Context: an optimization exercise on an open-source flow, tuned for small area, a short achievable clock period and few clock cycles per item. The choices shown serve that exercise and are no tape-out recipe. The RTL was checked by simulation tests, not by an equivalence proof against the original design. Power and IR drop assume default switching activity.

== alpha ==
// bounded_deque_with_dump
module bounded_deque_with_dump
#(
    parameter int DEPTH      = 16,
    parameter int DATA_WIDTH = 32
) (
    input  wire logic                         aclk,
    input  wire logic                         aresetn,
    input  wire logic                         s_valid,
    output logic                              s_ready,
    input  wire logic        [OP_W-1:0]       s_op,
    input  wire logic signed [VALUE_W-1:0]    s_value,
    output logic                              m_valid,
    input  wire logic                         m_ready,
    output logic             [STATUS_W-1:0]   m_status,
    output logic signed      [VALUE_W-1:0]    m_data,
    output logic             [$clog2(DEPTH+1)-1:0] m_fill,
    output logic                              m_last
);
For scale: about 81 I/O pins, ~23,000 um2 of cells after synthesis.
make LEC_CHECK=0 ABC_CLOCK_PERIOD_IN_PS=2000 CAP_MARGIN=20 CORE_MARGIN=2 CORE_UTILIZATION=65 CTS_CLUSTER_DIAMETER=60 CTS_CLUSTER_SIZE=25 SETUP_SLACK_MARGIN=3.05 SLEW_MARGIN=20 finish   # period 5.0 ns
run.sh (not shown) runs the stock make flow with config.mk's settings and CLKGATE_MAP_FILE= SYNTH_SCRIPT=/design/flow/synth_recipe.tcl, a recipe that flattens the netlist after the stock synthesis.
alpha did not stop at any stage, and its layout met the timing, DRC and antenna checks.
Testbench counts of alpha, summed over its fixed seeds: cycles 11,579, items 8,000.
Changes in beta relative to alpha:
Settings: a change of ABC_CLOCK_PERIOD_IN_PS from 2000 to 1500; a change of SETUP_SLACK_MARGIN from 3.05 to 2.9.
==> flow/flow/run.sh (new file) <==
#!/bin/bash
set -euo pipefail
cp config.mk flow_cfg.mk
cat >> flow_cfg.mk <<'EOF'
export CTS_ARGS = -sink_clustering_enable -repair_clock_nets -sink_clustering_size 25 -sink_clustering_max_diameter 60 -dont_use_dummy_load
export BUFFER_PORTS_ARGS = -buffer_cell sky130_fd_sc_hd__buf_2
EOF
sed "s|DESIGN_CONFIG=[^ ]*|DESIGN_CONFIG=$PWD/flow_cfg.mk|" standard.sh > flow_standard.sh
grep -q "DESIGN_CONFIG=$PWD/flow_cfg.mk" flow_standard.sh
bash flow_standard.sh > orfs_make.log 2>&1
==> flow/standard.sh (new file) <==
#!/bin/bash
# synth_recipe.tcl (not shown) runs the flow's synth.tcl, then flattens the netlist and writes it again
# the make line also repeats each setting of config.mk as NAME=value (left out here)
make -C /OpenROAD-flow-scripts/flow DESIGN_CONFIG=/design/flow/config.mk WORK_HOME=/design/flow/orfs CLKGATE_MAP_FILE= SYNTH_SCRIPT=/design/flow/synth_recipe.tcl "${@:-finish}"
removed: flow/run.sh
Notes after the runs:
- Between beta and alpha, the number of placed instances, taps included figures differ only marginally.
- beta vs alpha, critical path capture point: m_data[1] vs m_data[17]
- Relative to alpha, number of global-route vias before repair has decreased by 353 in beta.
- Sequential standard cell area: beta vs alpha — no meaningful difference
- Delta (beta minus alpha): post-cts repair resize count fell by 217; total cell area at the placement stage fell by about 1.6%.
What gamma does differently from beta at the input level:
Settings: a change of ABC_CLOCK_PERIOD_IN_PS from 1500 to 2000; a change of CTS_CLUSTER_SIZE from 25 to 20; a change of CTS_CLUSTER_DIAMETER from 60 to 45.
==> flow/run.sh (new file) <==
#!/bin/bash
# synth_recipe.tcl (not shown) runs the flow's synth.tcl, then flattens the netlist and writes it again
# the make line also repeats each setting of config.mk as NAME=value (left out here)
make -C /OpenROAD-flow-scripts/flow DESIGN_CONFIG=/design/flow/config.mk WORK_HOME=/design/flow/orfs CLKGATE_MAP_FILE= SYNTH_SCRIPT=/design/flow/synth_recipe.tcl finish
removed: flow/flow/run.sh
removed: flow/standard.sh
Notes after the runs:
- Total power of gamma is higher than that of beta.
- Detailed route, gamma vs beta: via total higher for gamma
- gamma ended up with o_data_q[17] as its worst setup path startpoint; beta ended up with o_data_q[1].
- [compare] base=beta new=gamma: non-clock buffer count in the final layout +about 4%, pre-CTS setup slack decreased 0.35 ns.
- In the flow results for beta and gamma, the first-iteration DRC count is smaller on gamma.
- gamma closes out successfully: all stages finished, all timing, DRC and antenna checks passed.
- Re share of cell area taken by flip-flops and latches: gamma is 2.7 points down on beta.
- gamma against beta: count of inserted antenna diode cells went down by 2, setup slack went down by 0.060 ns, power density relative to cell area went up by 10%.
The inputs of delta differ from those of gamma as listed below.
Settings: CTS_CLUSTER_DIAMETER: 45 -> 60; CTS_CLUSTER_SIZE: 20 -> 25.
==> flow/flow/run.sh (new file) <==
#!/bin/bash
set -euo pipefail
cp config.mk flow_cfg.mk
cat >> flow_cfg.mk <<'EOF'
export CTS_ARGS = -sink_clustering_enable -repair_clock_nets -sink_clustering_size 25 -sink_clustering_max_diameter 60 -dont_use_dummy_load
export BUFFER_PORTS_ARGS = -buffer_cell sky130_fd_sc_hd__buf_2
EOF
sed "s|DESIGN_CONFIG=[^ ]*|DESIGN_CONFIG=$PWD/flow_cfg.mk|" standard.sh > flow_standard.sh
grep -q "DESIGN_CONFIG=$PWD/flow_cfg.mk" flow_standard.sh
bash flow_standard.sh > orfs_make.log 2>&1
==> flow/standard.sh (new file) <==
#!/bin/bash
# synth_recipe.tcl (not shown) runs the flow's synth.tcl, then flattens the netlist and writes it again
# the make line also repeats each setting of config.mk as NAME=value (left out here)
make -C /OpenROAD-flow-scripts/flow DESIGN_CONFIG=/design/flow/config.mk WORK_HOME=/design/flow/orfs CLKGATE_MAP_FILE= SYNTH_SCRIPT=/design/flow/synth_recipe.tcl "${@:-finish}"
removed: flow/run.sh
Findings:
In the reports for delta and gamma, the smaller routed length on met3 belongs to gamma.
Comparing switching part of the total for delta and gamma, the smaller number came from delta.
delta — non-clock buffer count 6 lower, gamma as reference
m_data[17] as the worst setup path endpoint was reported by gamma, and m_data[1] by delta.
Min clock share of power across delta and gamma: delta
[compare] base=gamma new=delta: fraction of the cycle the final worst path needs lost 1.2 points; final core utilization dropped 2.8 points.

Starting RTL as in the previous note.
==> flow/design.v (excerpt) <==
module bounded_deque_with_dump
#(
    parameter int DEPTH      = 16,
    parameter int DATA_WIDTH = 32
) (
    input  wire logic                         aclk,
    input  wire logic                         aresetn,
    input  wire logic                         s_valid,
    output logic                              s_ready,
    input  wire logic        [OP_W-1:0]       s_op,
    input  wire logic signed [VALUE_W-1:0]    s_value,
    output logic                              m_valid,
    input  wire logic                         m_ready,
    output logic             [STATUS_W-1:0]   m_status,
    output logic signed      [VALUE_W-1:0]    m_data,
    output logic             [$clog2(DEPTH+1)-1:0] m_fill,
    output logic                              m_last
);
export LEC_CHECK = 0
export ABC_CLOCK_PERIOD_IN_PS = 2000
export CAP_MARGIN = 20
export CORE_MARGIN = 2
export CORE_UTILIZATION = 65
export CTS_CLUSTER_DIAMETER = 50
export CTS_CLUSTER_SIZE = 20
export SETUP_SLACK_MARGIN = 2.9
export SLEW_MARGIN = 20
create_clock -name core_clock -period 5.0 [get_ports {aclk}]
standard.sh (not shown) runs the stock make flow with config.mk's settings and CLKGATE_MAP_FILE= SYNTH_SCRIPT=/design/flow/synth_recipe.tcl, a recipe that flattens the netlist after the stock synthesis.
==> flow/flow/run.sh <==
#!/bin/bash
set -euo pipefail
cp config.mk flow_cfg.mk
cat >> flow_cfg.mk <<'EOF'
export CTS_ARGS = -sink_clustering_enable -repair_clock_nets -sink_clustering_size 20 -sink_clustering_max_diameter 50 -dont_use_dummy_load
export BUFFER_PORTS_ARGS = -buffer_cell sky130_fd_sc_hd__buf_2
EOF
sed "s|DESIGN_CONFIG=[^ ]*|DESIGN_CONFIG=$PWD/flow_cfg.mk|" standard.sh > flow_standard.sh
grep -q "DESIGN_CONFIG=$PWD/flow_cfg.mk" flow_standard.sh
bash flow_standard.sh > orfs_make.log 2>&1
The first run completed with no timing, DRC or antenna violations.
Testbench counts at the start, summed over its fixed seeds: cycles 11,579, items 8,000.
Change:
--- a/flow/flow/run.sh
+++ b/flow/flow/run.sh
@@ -4,3 +4,3 @@
 cat >> flow_cfg.mk <<'EOF'
-export CTS_ARGS = -sink_clustering_enable -repair_clock_nets -sink_clustering_size 20 -sink_clustering_max_diameter 50 -dont_use_dummy_load
+export CTS_ARGS = -sink_clustering_enable -repair_clock_nets -sink_clustering_size 25 -sink_clustering_max_diameter 60 -dont_use_dummy_load
 export BUFFER_PORTS_ARGS = -buffer_cell sky130_fd_sc_hd__buf_2
CORE_UTILIZATION = 72   (was 65)
CTS_CLUSTER_DIAMETER = 60   (was 50)
CTS_CLUSTER_SIZE = 25   (was 20)
Result: Non-clock buffer count is higher by 3; power falls by 3.4%; cell area goes down by about 0.7%; area after synthesis stays the same; routed wire length drops by 3.0%; worst setup slack loses 0.018 ns; worst hold slack got worse by 0.0091 ns.
Change:
ABC_CLOCK_PERIOD_IN_PS = 3000   (was 2000)
CORE_UTILIZATION = 65   (was 72)
Clock-buffer cell count shrinks by 1.
Cell count climbs slightly.
Fmax came out higher by a few percent.
Change:
ABC_CLOCK_PERIOD_IN_PS = 2000   (was 3000)
GPL_TIMING_DRIVEN = 0   (was unset)
Outcome: Design area is higher by a few percent; sequential cell count stays the same; routed wire length rises by a little under a tenth; clock skew goes down by 0.0085 ns; cell count is higher by a few percent; via count rises by a few percent.

-- port drivers added, routing unchanged --
The flow's constraints put no driver on any port. The routed layouts listed below were extracted and timed again, unchanged, in two steps.
Step 1: set_driving_cell puts a clkbuf_16 on aclk and a buf_2 on each other input, an assumption about the parent block.
Step 2 also shifts input and output timing later by t, the mid clock arrival at the registers, as if the neighbouring blocks saw the same clock.
Three values: ideal ports, drivers, drivers and shift; two values: the first two.
run | t, ns | setup slack, ns | hold WS [ns] | worst setup path after step 2 | worst slew at a driven data input, ns
alpha | 0.629 | 2.808 / 2.754 / 2.329 | 0.474 / 0.474 / 0.474 | input to register | 0.08
beta | 0.563 | 2.860 / 2.805 / 2.444 | 0.471 / 0.471 / 0.471 | input to register | 0.10
gamma | 0.647 | 2.800 / 2.744 / 2.380 | 0.474 / 0.474 / 0.474 | input to register | 0.09
delta | 0.563 | 2.860 / 2.805 / 2.444 | 0.471 / 0.471 / 0.471 | input to register | 0.10
the first run of note 2 | 0.602 | 2.835 / 2.785 / 2.406 | 0.473 / 0.473 / 0.473 | input to register | 0.08
the second run of note 2 | 0.581 | 2.817 / 2.763 / 2.417 | 0.463 / 0.463 / 0.463 | input to register | 0.08
the third run of note 2 | 0.563 | 2.860 / 2.805 / 2.444 | 0.471 / 0.471 / 0.471 | input to register | 0.10
the fourth run of note 2 | 0.583 | 2.814 / 2.814 / 2.465 | 0.471 / 0.471 / 0.471 | input to register | 0.07
After both steps setup and hold are still met in every run listed. The setup slack of alpha, which loses most, moves by -0.054 ns with the drivers and by -0.479 ns with both steps.
